This is an optimization exercise on Yosys and OpenROAD, whose aim is small area, a short achievable clock period and few clock cycles, not a production implementation.

v13:
==> flow/design.v <==
package dist_pkg;
    localparam int NUM_JOB_TYPES = 4;
    localparam int NUM_FTHREADS  = 4;
    localparam int JOB_TY_W      = 2;
    localparam int JOB_W      = 128;
    localparam int OPCODE_W   = 16;
    localparam int ADDR_W     = 58;
    localparam int OFFSET_W   = 32;
    localparam int CMD_W      = 8;
    localparam int PARAM_W    = 16;
    localparam int CMD_LINE_W = CMD_W + ADDR_W + ADDR_W + PARAM_W;
    localparam int LINE_RAW_W = CMD_W + PARAM_W + 2 * OFFSET_W;
    localparam int JOB_CMD_LSB    = 0;
    localparam int JOB_PARAM_LSB  = 8;
    localparam int JOB_RD_OFS_LSB = 32;
    localparam int JOB_WR_OFS_LSB = 64;
endpackage
import dist_pkg::*;
module dist_fsm (
    input  logic                                                      clk,
    input  logic                                                      rst_n,
    input  logic [dist_pkg::NUM_JOB_TYPES-1:0]                        job_queue_valid,
    input  logic [dist_pkg::NUM_JOB_TYPES-1:0][dist_pkg::NUM_FTHREADS-1:0] mapping,
    input  logic [dist_pkg::NUM_FTHREADS-1:0]                         idle_next,
    output logic [dist_pkg::NUM_JOB_TYPES-1:0]                        grant,
    output logic [dist_pkg::NUM_FTHREADS-1:0]                         job_set
);
    logic [NUM_JOB_TYPES-1:0]                   cand;
    logic [NUM_JOB_TYPES-1:0][NUM_FTHREADS-1:0] avail;
    logic [NUM_JOB_TYPES-1:0][NUM_FTHREADS-1:0] pick;
    logic [NUM_JOB_TYPES-1:0][NUM_JOB_TYPES-1:0] wins;
    always_comb begin
        for (int q = 0; q < NUM_JOB_TYPES; q++) begin
            avail[q] = mapping[q] & idle_next;
            cand[q]  = job_queue_valid[q] & (|avail[q]);
            pick[q]  = avail[q] & (~avail[q] + NUM_FTHREADS'(1));
        end
    end
    always_comb begin
        for (int q = 0; q < NUM_JOB_TYPES; q++) begin
            grant[q] = cand[q];
            for (int p = 0; p < NUM_JOB_TYPES; p++) begin
                if (p < q) begin
                    grant[q] = grant[q] & (~cand[p] | ~wins[p][q]);
                end else if (p > q) begin
                    grant[q] = grant[q] & (~cand[p] | wins[q][p]);
                end
            end
        end
        job_set = '0;
        for (int q = 0; q < NUM_JOB_TYPES; q++) begin
            job_set = job_set | (grant[q] ? pick[q] : '0);
        end
    end
    always_ff @(posedge clk) begin
        if (!rst_n) begin
            for (int i = 0; i < NUM_JOB_TYPES; i++) begin
                for (int j = 0; j < NUM_JOB_TYPES; j++) begin
                    wins[i][j] <= (i < j);
                end
            end
        end else begin
            for (int i = 0; i < NUM_JOB_TYPES; i++) begin
                for (int j = i + 1; j < NUM_JOB_TYPES; j++) begin
                    if (grant[i]) begin
                        wins[i][j] <= 1'b0;
                    end else if (grant[j]) begin
                        wins[i][j] <= 1'b1;
                    end
                end
            end
        end
    end
endmodule
import dist_pkg::*;
module opcode_matrix (
    input  logic                                                      clk,
    input  logic [dist_pkg::NUM_FTHREADS-1:0][dist_pkg::OPCODE_W-1:0]  fthread_config,
    input  logic                                                      fthread_config_valid,
    input  logic [dist_pkg::NUM_JOB_TYPES-1:0][dist_pkg::OPCODE_W-1:0] job_config,
    input  logic                                                      job_config_valid,
    output logic [dist_pkg::NUM_JOB_TYPES-1:0][dist_pkg::NUM_FTHREADS-1:0] mapping
);
    logic [NUM_FTHREADS-1:0][OPCODE_W-1:0]  fthread_opcode;
    logic [NUM_JOB_TYPES-1:0][OPCODE_W-1:0] job_opcode;
    always_ff @(posedge clk) begin
        if (fthread_config_valid) begin
            fthread_opcode <= fthread_config;
        end
        if (job_config_valid) begin
            job_opcode <= job_config;
        end
    end
    always_ff @(posedge clk) begin
        for (int t = 0; t < NUM_JOB_TYPES; t++) begin
            for (int f = 0; f < NUM_FTHREADS; f++) begin
                mapping[t][f] <= (job_opcode[t] == fthread_opcode[f]);
            end
        end
    end
endmodule
import dist_pkg::*;
module fthread_tracker (
    input  logic                          clk,
    input  logic                          rst_n,
    input  logic [dist_pkg::NUM_FTHREADS-1:0] job_set,
    input  logic [dist_pkg::NUM_FTHREADS-1:0] fthread_done,
    output logic [dist_pkg::NUM_FTHREADS-1:0] busy,
    output logic [dist_pkg::NUM_FTHREADS-1:0] idle_next
);
    always_ff @(posedge clk) begin
        if (!rst_n) begin
            busy <= '0;
        end else begin
            busy <= job_set | (busy & ~fthread_done);
        end
    end
    assign idle_next = ~busy | fthread_done;
endmodule
import dist_pkg::*;
module job_line_builder (
    input  logic                                                      clk,
    input  logic                                                      rst_n,
    input  logic [dist_pkg::ADDR_W-1:0]                               ws_base_addr,
    input  logic                                                      ws_base_addr_valid,
    input  logic [dist_pkg::NUM_JOB_TYPES-1:0][dist_pkg::JOB_W-1:0]   job_queue_data,
    input  logic [dist_pkg::NUM_JOB_TYPES-1:0]                        grant,
    input  logic [dist_pkg::NUM_FTHREADS-1:0]                         job_set,
    output logic [dist_pkg::NUM_FTHREADS-1:0][dist_pkg::CMD_LINE_W-1:0] fthread_job,
    output logic [dist_pkg::NUM_FTHREADS-1:0]                         fthread_job_valid
);
    logic [ADDR_W-1:0]     base_q;
    logic [LINE_RAW_W-1:0] sel_raw;
    logic [LINE_RAW_W-1:0] line_raw;
    logic [OFFSET_W-1:0]   rd_ofs;
    logic [OFFSET_W-1:0]   wr_ofs;
    logic [ADDR_W-1:0]     rd_addr;
    logic [ADDR_W-1:0]     wr_addr;
    logic [CMD_LINE_W-1:0] job_line;
    always_ff @(posedge clk) begin
        if (ws_base_addr_valid) begin
            base_q <= ws_base_addr;
        end
    end
    always_comb begin
        sel_raw = '0;
        for (int q = 0; q < NUM_JOB_TYPES; q++) begin
            sel_raw = sel_raw | ({LINE_RAW_W{grant[q]}} &
                                 {job_queue_data[q][JOB_WR_OFS_LSB +: OFFSET_W],
                                  job_queue_data[q][JOB_RD_OFS_LSB +: OFFSET_W],
                                  job_queue_data[q][JOB_CMD_LSB +: CMD_W + PARAM_W]});
        end
    end
    always_ff @(posedge clk) begin
        line_raw <= sel_raw;
    end
    always_ff @(posedge clk) begin
        if (!rst_n) begin
            fthread_job_valid <= '0;
        end else begin
            fthread_job_valid <= job_set;
        end
    end
    assign wr_ofs  = line_raw[CMD_W + PARAM_W + OFFSET_W +: OFFSET_W];
    assign rd_ofs  = line_raw[CMD_W + PARAM_W +: OFFSET_W];
    assign rd_addr = base_q + ADDR_W'(rd_ofs);
    assign wr_addr = base_q + ADDR_W'(wr_ofs);
    assign job_line = {line_raw[CMD_W-1:0], rd_addr, wr_addr,
                       line_raw[CMD_W +: PARAM_W]};
    always_comb begin
        for (int f = 0; f < NUM_FTHREADS; f++) begin
            fthread_job[f] = job_line;
        end
    end
endmodule
import dist_pkg::*;
module job_distributor (
    input  logic                                             clk,
    input  logic                                             rst_n,
    input  logic [dist_pkg::NUM_FTHREADS*dist_pkg::OPCODE_W-1:0]  fthread_config,
    input  logic                                             fthread_config_valid,
    input  logic [dist_pkg::NUM_JOB_TYPES*dist_pkg::OPCODE_W-1:0] job_config,
    input  logic                                             job_config_valid,
    input  logic [dist_pkg::NUM_JOB_TYPES-1:0]               job_queue_valid,
    input  logic [dist_pkg::NUM_JOB_TYPES*dist_pkg::JOB_W-1:0]    job_queue_data,
    output logic [dist_pkg::NUM_JOB_TYPES-1:0]               job_queue_ready,
    input  logic [dist_pkg::ADDR_W-1:0]                      ws_base_addr,
    input  logic                                             ws_base_addr_valid,
    output logic [dist_pkg::NUM_FTHREADS*dist_pkg::CMD_LINE_W-1:0] fthread_job,
    output logic [dist_pkg::NUM_FTHREADS-1:0]                fthread_job_valid,
    input  logic [dist_pkg::NUM_FTHREADS-1:0]                fthread_done
);
    logic [NUM_JOB_TYPES-1:0][NUM_FTHREADS-1:0] mapping;
    logic [NUM_FTHREADS-1:0]  busy;
    logic [NUM_FTHREADS-1:0]  idle_next;
    logic [NUM_JOB_TYPES-1:0] grant;
    logic [NUM_FTHREADS-1:0]  job_set;
    logic [LINE_RAW_W-1:0]    line_raw;
    opcode_matrix opcode_matrix_inst (
        .clk, .fthread_config, .fthread_config_valid,
        .job_config, .job_config_valid, .mapping
    );
    fthread_tracker fthread_tracker_inst (
        .clk, .rst_n, .job_set, .fthread_done, .busy, .idle_next
    );
    dist_fsm dist_fsm_inst (
        .clk, .rst_n, .job_queue_valid, .mapping, .idle_next,
        .grant, .job_set
    );
    assign job_queue_ready = grant;
    job_line_builder job_line_builder_inst (
        .clk, .rst_n, .ws_base_addr, .ws_base_addr_valid, .job_queue_data,
        .grant, .job_set, .fthread_job, .fthread_job_valid
    );
endmodule
Settings: LEC_CHECK=0, ABC_CLOCK_PERIOD_IN_PS=3000, CAP_MARGIN=20, CORE_AREA=2 2 578 66, DIE_AREA=0 0 580 68, PLACE_DENSITY=0.75, SETUP_SLACK_MARGIN=2.0, SLEW_MARGIN=20; clock period 5.0 ns.
standard.sh (not shown) runs the stock make flow with config.mk's settings and CLKGATE_MAP_FILE= SYNTH_SCRIPT=/design/flow/synth_recipe.tcl, a recipe that flattens the netlist after the stock synthesis.
==> flow/flow/run.sh <==
#!/bin/bash
# Standard ORFS layout; the only change is the cell buffer_ports uses on the
# ports (the smallest plain buffer instead of the default delay buffer).
set -euo pipefail
export BUFFER_PORTS_ARGS="-buffer_cell sky130_fd_sc_hd__buf_1"
bash standard.sh > standard_flow.log 2>&1
No final results exist for v13, since it was stopped by error GRT-0232 during 5_1_grt.
--- input diff v13..v4 ---
- clearing ABC_CLOCK_PERIOD_IN_PS, which used to be 3000
- swapping 2 2 578 66 for 2 2 558 62 in CORE_AREA
- clearing SETUP_SLACK_MARGIN, which used to be 2.0
- swapping 0 0 580 68 for 0 0 560 64 in DIE_AREA
- swapping 0.75 for 0.7 in PLACE_DENSITY
==> flow/run.sh (new file) <==
#!/bin/bash
# synth_recipe.tcl (not shown) runs the flow's synth.tcl, then flattens the netlist and writes it again
# the make line also repeats each setting of config.mk as NAME=value (left out here)
make -C /OpenROAD-flow-scripts/flow DESIGN_CONFIG=/design/flow/config.mk WORK_HOME=/design/flow/orfs CLKGATE_MAP_FILE= SYNTH_SCRIPT=/design/flow/synth_recipe.tcl finish
removed: flow/flow/run.sh
removed: flow/standard.sh
Results
v4 did not finish; a tool error ended it in 4_1_cts.
Per the comparison of v4 with v13, xor and xnor area share after synthesis neither gained nor lost much; routability-driven placement congestion ratio picked up an extra 0.11.
Summary: worst slack after detailed placement, v4 worse than v13
> inputs changed (v4 -> v22)
- changing PLACE_DENSITY from 0.7 to 0.75
- changing CORE_AREA from 2 2 558 62 to 2 2 578 66
- changing DIE_AREA from 0 0 560 64 to 0 0 580 68
==> flow/flow/run.sh (new file) <==
#!/bin/bash
# Standard ORFS layout; the only change is the cell buffer_ports uses on the
# ports (the smallest plain buffer instead of the default delay buffer).
set -euo pipefail
export BUFFER_PORTS_ARGS="-buffer_cell sky130_fd_sc_hd__buf_1"
bash standard.sh > standard_flow.log 2>&1
==> flow/standard.sh (new file) <==
#!/bin/bash
# synth_recipe.tcl (not shown) runs the flow's synth.tcl, then flattens the netlist and writes it again
# the make line also repeats each setting of config.mk as NAME=value (left out here)
make -C /OpenROAD-flow-scripts/flow DESIGN_CONFIG=/design/flow/config.mk WORK_HOME=/design/flow/orfs CLKGATE_MAP_FILE= SYNTH_SCRIPT=/design/flow/synth_recipe.tcl "${@:-finish}"
removed: flow/run.sh
==> run notes <==
- Against v4, v22 comes in about 3.5% lower on post-DP HPWL.
- v22 did not finish: a tool error stopped it during 5_1_grt.
- Compared with v4, v22 shows horizontal die dimension that has gone up by a few percent.
- v4 -> v22: number of placed instances with taps included increased slightly
- Count of distinct cell types in the synthesized netlist came out exactly the same in v22 and v4.
No run of this note included a check of the RTL's function; only the layout flow was run.
